Background: an optimization exercise with open tools, aiming at small area, a short achievable clock period and few clock cycles per item. Do not read the settings as production practice.
Only simulation tests tie the RTL to the original design; equivalence was not proved.
No activity file was given, so power comes from the tool's default toggle rates.

==> flow/design.v <==
package vc_pkg;
   localparam int TAG_W    = 27;
   localparam int LINE_W   = 256;
   localparam int ENTRIES  = 8;
   localparam int VC_IDX_W = 3;
endpackage
import vc_pkg::*;
module vc_tag_match
(
   input  logic [ENTRIES-1:0]            valid_nx,   
   input  logic [ENTRIES-1:0]            wr_en,      
   input  logic [ENTRIES-1:0][TAG_W-1:0] tags,       
   input  logic [TAG_W-1:0]              wr_tag,     
   input  logic [TAG_W-1:0]              req_tag,
   output logic [ENTRIES-1:0]            match       
);
   logic wr_match;
   assign wr_match = (wr_tag == req_tag);
   always_comb begin
      for (int i = 0; i < ENTRIES; i++) begin
         match[i] = valid_nx[i] & (wr_en[i] ? wr_match : (tags[i] == req_tag));
      end
   end
endmodule
import vc_pkg::*;
module vc_ctrl
(
   input  logic                clk,
   input  logic                rst,
   input  logic                req_valid,
   output logic                req_ready,
   input  logic [TAG_W-1:0]    req_tag,
   input  logic                req_has_vic,
   input  logic [TAG_W-1:0]    vic_tag,
   input  logic [LINE_W-1:0]   vic_data,
   input  logic                vic_dirty,
   output logic                rsp_valid,
   input  logic                rsp_ready,
   output logic                rsp_hit,
   output logic [LINE_W-1:0]   rsp_data,
   output logic                rsp_dirty,
   output logic                wb_valid,
   input  logic                wb_ready,
   output logic [TAG_W-1:0]    wb_tag,
   output logic [LINE_W-1:0]   wb_data,
   output logic                acc_en,
   output logic [VC_IDX_W-1:0] acc_idx,
   input  logic [VC_IDX_W-1:0] lru_idx
);
   logic [ENTRIES-1:0]             valid_q, valid_d;
   logic [ENTRIES-1:0]             dirty_q, dirty_d;
   logic [ENTRIES-1:0][TAG_W-1:0]  tag_q;
   logic [ENTRIES-1:0][LINE_W-1:0] data_q;
   logic                           b_valid_q;     
   logic                           b_hv_q;        
   logic                           b_hit_q;
   logic                           b_use_lru_q;   
   logic [ENTRIES-1:0]             b_idx_oh_q;    
   logic [VC_IDX_W-1:0]            b_acc_idx_q;   
   logic                           b_vdirty_q;
   logic [TAG_W-1:0]               b_vtag_q;
   logic [LINE_W-1:0]              b_vdata_q;
   logic                           rsp_valid_q, rsp_hit_q, rsp_dirty_q;
   logic                           wb_valid_q;
   logic [TAG_W-1:0]               wb_tag_q;
   logic [LINE_W-1:0]              out_q;
   logic                           out_free, go, take;
   logic [ENTRIES-1:0]             lru_oh, sel_oh, we, clr;
   logic [TAG_W-1:0]               rd_tag;
   logic [LINE_W-1:0]              rd_data;
   logic                           rd_dirty, lru_dirty;
   logic [ENTRIES-1:0]             match_d, hit_oh_d, free_oh_d, idx_oh_d;
   logic                           hit_d, full_d, use_lru_d;
   logic [VC_IDX_W-1:0]            idx_d;
   assign out_free  = (~rsp_valid_q | rsp_ready) & (~wb_valid_q | wb_ready);
   assign go        = b_valid_q & out_free;
   assign req_ready = ~b_valid_q | out_free;
   assign take      = req_valid & req_ready;
   always_comb begin
      for (int i = 0; i < ENTRIES; i++) begin
         lru_oh[i] = (lru_idx == VC_IDX_W'(i));
      end
   end
   assign sel_oh  = b_use_lru_q ? lru_oh : b_idx_oh_q;
   assign we      = {ENTRIES{go & b_hv_q}} & sel_oh;
   assign clr     = {ENTRIES{go & b_hit_q & ~b_hv_q}} & b_idx_oh_q;
   assign valid_d = (valid_q & ~clr) | we;
   assign dirty_d = (dirty_q & ~clr & ~we) | (we & {ENTRIES{b_vdirty_q}});
   always_comb begin
      rd_data   = '0;
      rd_tag    = '0;
      rd_dirty  = 1'b0;
      lru_dirty = 1'b0;
      for (int i = 0; i < ENTRIES; i++) begin
         rd_data   = rd_data | ({LINE_W{sel_oh[i]}} & data_q[i]);
         rd_tag    = rd_tag  | ({TAG_W{sel_oh[i]}} & tag_q[i]);
         rd_dirty  = rd_dirty | (sel_oh[i] & dirty_q[i]);
         lru_dirty = lru_dirty | (lru_oh[i] & dirty_q[i]);
      end
   end
   vc_tag_match u_match (
      .valid_nx (valid_d),
      .wr_en    (we),
      .tags     (tag_q),
      .wr_tag   (b_vtag_q),
      .req_tag  (req_tag),
      .match    (match_d)
   );
   always_comb begin
      for (int i = 0; i < ENTRIES; i++) begin
         hit_oh_d[i]  = match_d[i] & ~|(match_d & ((ENTRIES'(1) << i) - ENTRIES'(1)));
         free_oh_d[i] = ~valid_d[i] & &(valid_d | ~((ENTRIES'(1) << i) - ENTRIES'(1)));
      end
   end
   assign hit_d    = |match_d;
   assign full_d   = &valid_d;
   assign idx_oh_d = hit_d ? hit_oh_d : free_oh_d;
   assign use_lru_d = req_has_vic & ~hit_d & full_d;
   always_comb begin
      idx_d = '0;
      for (int i = 0; i < ENTRIES; i++) begin
         if (idx_oh_d[i]) idx_d = idx_d | VC_IDX_W'(i);
      end
   end
   always_ff @(posedge clk or negedge rst) begin
      if (!rst) begin
         valid_q     <= '0;
         dirty_q     <= '0;
         b_valid_q   <= 1'b0;
         b_hv_q      <= 1'b0;
         rsp_valid_q <= 1'b0;
         wb_valid_q  <= 1'b0;
      end else begin
         valid_q     <= valid_d;
         dirty_q     <= dirty_d;
         if (req_ready) begin
            b_valid_q <= req_valid;
            b_hv_q    <= req_valid & req_has_vic;
         end
         rsp_valid_q <= go | (rsp_valid_q & ~rsp_ready);
         wb_valid_q  <= (go & b_use_lru_q & lru_dirty) | (wb_valid_q & ~wb_ready);
      end
   end
   always_ff @(posedge clk) begin
      for (int i = 0; i < ENTRIES; i++) begin
         if (we[i]) begin
            tag_q[i]  <= b_vtag_q;
            data_q[i] <= b_vdata_q;
         end
      end
      b_use_lru_q <= (take & use_lru_d) | (~take & b_use_lru_q);
      b_acc_idx_q <= ({VC_IDX_W{take}} & idx_d) | ({VC_IDX_W{~take}} & b_acc_idx_q);
      if (take) begin
         b_hit_q     <= hit_d;
         b_idx_oh_q  <= idx_oh_d;
         b_vdirty_q  <= vic_dirty;
         b_vtag_q    <= vic_tag;
         b_vdata_q   <= vic_data;
      end
      if (go) begin
         rsp_hit_q   <= b_hit_q;
         rsp_dirty_q <= rd_dirty;
         wb_tag_q    <= rd_tag;
         out_q       <= rd_data;
      end
   end
   assign rsp_valid = rsp_valid_q;
   assign rsp_hit   = rsp_hit_q;
   assign rsp_dirty = rsp_dirty_q;
   assign rsp_data  = out_q;
   assign wb_valid  = wb_valid_q;
   assign wb_tag    = wb_tag_q;
   assign wb_data   = out_q;
   assign acc_en    = b_hv_q & out_free;
   assign acc_idx   = ({VC_IDX_W{b_use_lru_q}} & lru_idx) | b_acc_idx_q;
endmodule
==> flow/config.mk <==
export PLATFORM = sky130hd
export DESIGN_NAME = vc_ctrl
export DESIGN_NICKNAME = vc_ctrl
export VERILOG_FILES = /design/flow/design.v
export SDC_FILE = /design/flow/constraint.sdc
export NUM_CORES = 4
export LEC_CHECK = 0
export CAP_MARGIN = 20
export CORE_MARGIN = 2
export CORE_UTILIZATION = 50
export CTS_CLUSTER_DIAMETER = 100
export CTS_CLUSTER_SIZE = 24
export SETUP_SLACK_MARGIN = 3.0
export SLEW_MARGIN = 20
==> flow/constraint.sdc <==
create_clock -name core_clock -period 6.0 [get_ports {clk}]
set_input_delay 1.2000 -clock core_clock [delete_from_list [all_inputs] [get_ports {clk}]]
set_output_delay 1.2000 -clock core_clock [all_outputs]
set_load 0.01 [all_outputs]
standard.sh (not shown) runs the stock make flow with config.mk's settings and CLKGATE_MAP_FILE= SYNTH_SCRIPT=/design/flow/synth_recipe.tcl, a recipe that flattens the netlist after the stock synthesis.
==> flow/flow/run.sh <==
#!/bin/bash
# The standard layout, except that ports are buffered with a plain buf_1
# (the resizer still upsizes it where timing needs) instead of a delay cell,
# and the control ports are kept together (flow/io.tcl).
set -euo pipefail
here="$(cd "$(dirname "${BASH_SOURCE[0]}")/.." && pwd)"
cd "$here"
export BUFFER_PORTS_ARGS="-buffer_cell sky130_fd_sc_hd__buf_1"
export IO_CONSTRAINTS="$here/flow/io.tcl"
bash standard.sh finish > standard_make.log 2>&1
==> flow/flow/io.tcl <==
# Keep the ports of the short input-to-output and register-to-output control
# paths together, in the middle of the bottom edge.
set_io_pin_constraint -region bottom:230-290 -pin_names {
  lru_idx[0] lru_idx[1] lru_idx[2] acc_idx[0] acc_idx[1] acc_idx[2] acc_en
  req_ready req_valid rsp_ready wb_ready rsp_valid wb_valid
}
The first run passed the timing, design-rule and antenna checks.
Testbench counts at the start, summed over its fixed seeds: cycles 3,216, items 3,200.
==> next run, changes <==
--- a/flow/design.v
+++ b/flow/design.v
@@ -59,23 +59,24 @@
    logic [VC_IDX_W-1:0]            b_acc_idx_q;   
    logic                           b_vdirty_q;
    logic [TAG_W-1:0]               b_vtag_q;
    logic [LINE_W-1:0]              b_vdata_q;
    logic                           rsp_valid_q, rsp_hit_q, rsp_dirty_q;
    logic                           wb_valid_q;
+   logic                           rsp_free_q, wb_free_q;   
    logic [TAG_W-1:0]               wb_tag_q;
    logic [LINE_W-1:0]              out_q;
    logic                           out_free, go, take;
    logic [ENTRIES-1:0]             lru_oh, sel_oh, we, clr;
    logic [TAG_W-1:0]               rd_tag;
    logic [LINE_W-1:0]              rd_data;
    logic                           rd_dirty, lru_dirty;
    logic [ENTRIES-1:0]             match_d, hit_oh_d, free_oh_d, idx_oh_d;
    logic                           hit_d, full_d, use_lru_d;
    logic [VC_IDX_W-1:0]            idx_d;
-   assign out_free  = (~rsp_valid_q | rsp_ready) & (~wb_valid_q | wb_ready);
+   assign out_free  = (rsp_free_q | rsp_ready) & (wb_free_q | wb_ready);
    assign go        = b_valid_q & out_free;
    assign req_ready = ~b_valid_q | out_free;
    assign take      = req_valid & req_ready;
    always_comb begin
       for (int i = 0; i < ENTRIES; i++) begin
          lru_oh[i] = (lru_idx == VC_IDX_W'(i));
@@ -111,37 +112,50 @@
          hit_oh_d[i]  = match_d[i] & ~|(match_d & ((ENTRIES'(1) << i) - ENTRIES'(1)));
          free_oh_d[i] = ~valid_d[i] & &(valid_d | ~((ENTRIES'(1) << i) - ENTRIES'(1)));
       end
    end
    assign hit_d    = |match_d;
    assign full_d   = &valid_d;
-   assign idx_oh_d = hit_d ? hit_oh_d : free_oh_d;
+   assign idx_oh_d = hit_oh_d | ({ENTRIES{~hit_d}} & free_oh_d);
    assign use_lru_d = req_has_vic & ~hit_d & full_d;
+   logic [VC_IDX_W-1:0] free_idx;
+   logic [ENTRIES-1:0]  m;
    always_comb begin
-      idx_d = '0;
+      free_idx = '0;
       for (int i = 0; i < ENTRIES; i++) begin
-         if (idx_oh_d[i]) idx_d = idx_d | VC_IDX_W'(i);
+         if (free_oh_d[i]) free_idx = free_idx | VC_IDX_W'(i);
       end
    end
+   assign m = match_d;
+   assign idx_d[2] = ~(m[0] | m[1] | m[2] | m[3]) & (m[4] | m[5] | m[6] | m[7] | free_idx[2]);
+   assign idx_d[1] = ~(m[0] | m[1]) & ((m[2] | m[3]) | (~(m[4] | m[5]) & (m[6] | m[7] | free_idx[1])));
+   assign idx_d[0] = (~m[0] & m[1])
+                   | (~m[0] & ~m[2] & m[3])
+                   | (~m[0] & ~m[2] & ~m[4] & m[5])
+                   | (~m[0] & ~m[2] & ~m[4] & ~m[6] & (m[7] | free_idx[0]));
    always_ff @(posedge clk or negedge rst) begin
       if (!rst) begin
          valid_q     <= '0;
          dirty_q     <= '0;
          b_valid_q   <= 1'b0;
          b_hv_q      <= 1'b0;
          rsp_valid_q <= 1'b0;
          wb_valid_q  <= 1'b0;
+         rsp_free_q  <= 1'b1;
+         wb_free_q   <= 1'b1;
       end else begin
          valid_q     <= valid_d;
          dirty_q     <= dirty_d;
          if (req_ready) begin
             b_valid_q <= req_valid;
             b_hv_q    <= req_valid & req_has_vic;
          end
          rsp_valid_q <= go | (rsp_valid_q & ~rsp_ready);
          wb_valid_q  <= (go & b_use_lru_q & lru_dirty) | (wb_valid_q & ~wb_ready);
+         rsp_free_q  <= ~go & (rsp_free_q | rsp_ready);
+         wb_free_q   <= ~(go & b_use_lru_q & lru_dirty) & (wb_free_q | wb_ready);
       end
    end
    always_ff @(posedge clk) begin
       for (int i = 0; i < ENTRIES; i++) begin
          if (we[i]) begin
             tag_q[i]  <= b_vtag_q;
Hold slack gets better by 34 ps.
Register-to-register slack stays flat.
Power shrinks by 0.36%.
Clock-buffer cell count grows by 4.
Non-clock buffer count grows by 13.
Critical path depth does not change.
Synthesized area grows by about 0.35%.
Sequential power hardly moves.
Design area grows by 0.72%.
Final cell count grows by about 1%.
Wire length grows by about 4.6%.
Sequential share of layout area shrinks by 0.50 points.
Testbench counts after the change, summed over its fixed seeds: cycles 3,216, items 3,200.

-- port drivers added, routing unchanged --
No port has a modelled driver above. Below, the same layouts with a new extraction and two added sets of constraints.
Step 1 (the two cells are an assumption about what drives the block):
set clk [get_ports {clk}]
set_driving_cell -lib_cell sky130_fd_sc_hd__clkbuf_16 $clk
set_driving_cell -lib_cell sky130_fd_sc_hd__buf_2 [delete_from_list [all_inputs] $clk]
Step 2 times the ports against the registers' clock, not the clock port: input delays grow and output delays shrink by t, the midpoint of the rising clock arrivals with the driver on.
a / b / c = no drivers / after step 1 / after step 2; a / b = the first two.
| run | shift t [ns] | setup slack, ns | hold WS [ns] | worst setup path after step 2 |
|---|---|---|---|---|
| the first run | 0.925 | 2.911 / 2.814 / 2.017 | 0.372 / 0.301 / 0.528 | input to register |
| the second run | 0.918 | 2.808 / 2.683 / 2.032 | 0.406 / 0.460 / 0.533 | input to register |
After both steps setup and hold are still met in every run listed. For the first run, which loses most, drivers alone change the setup slack by -0.097 ns; drivers and shift together by -0.894 ns.
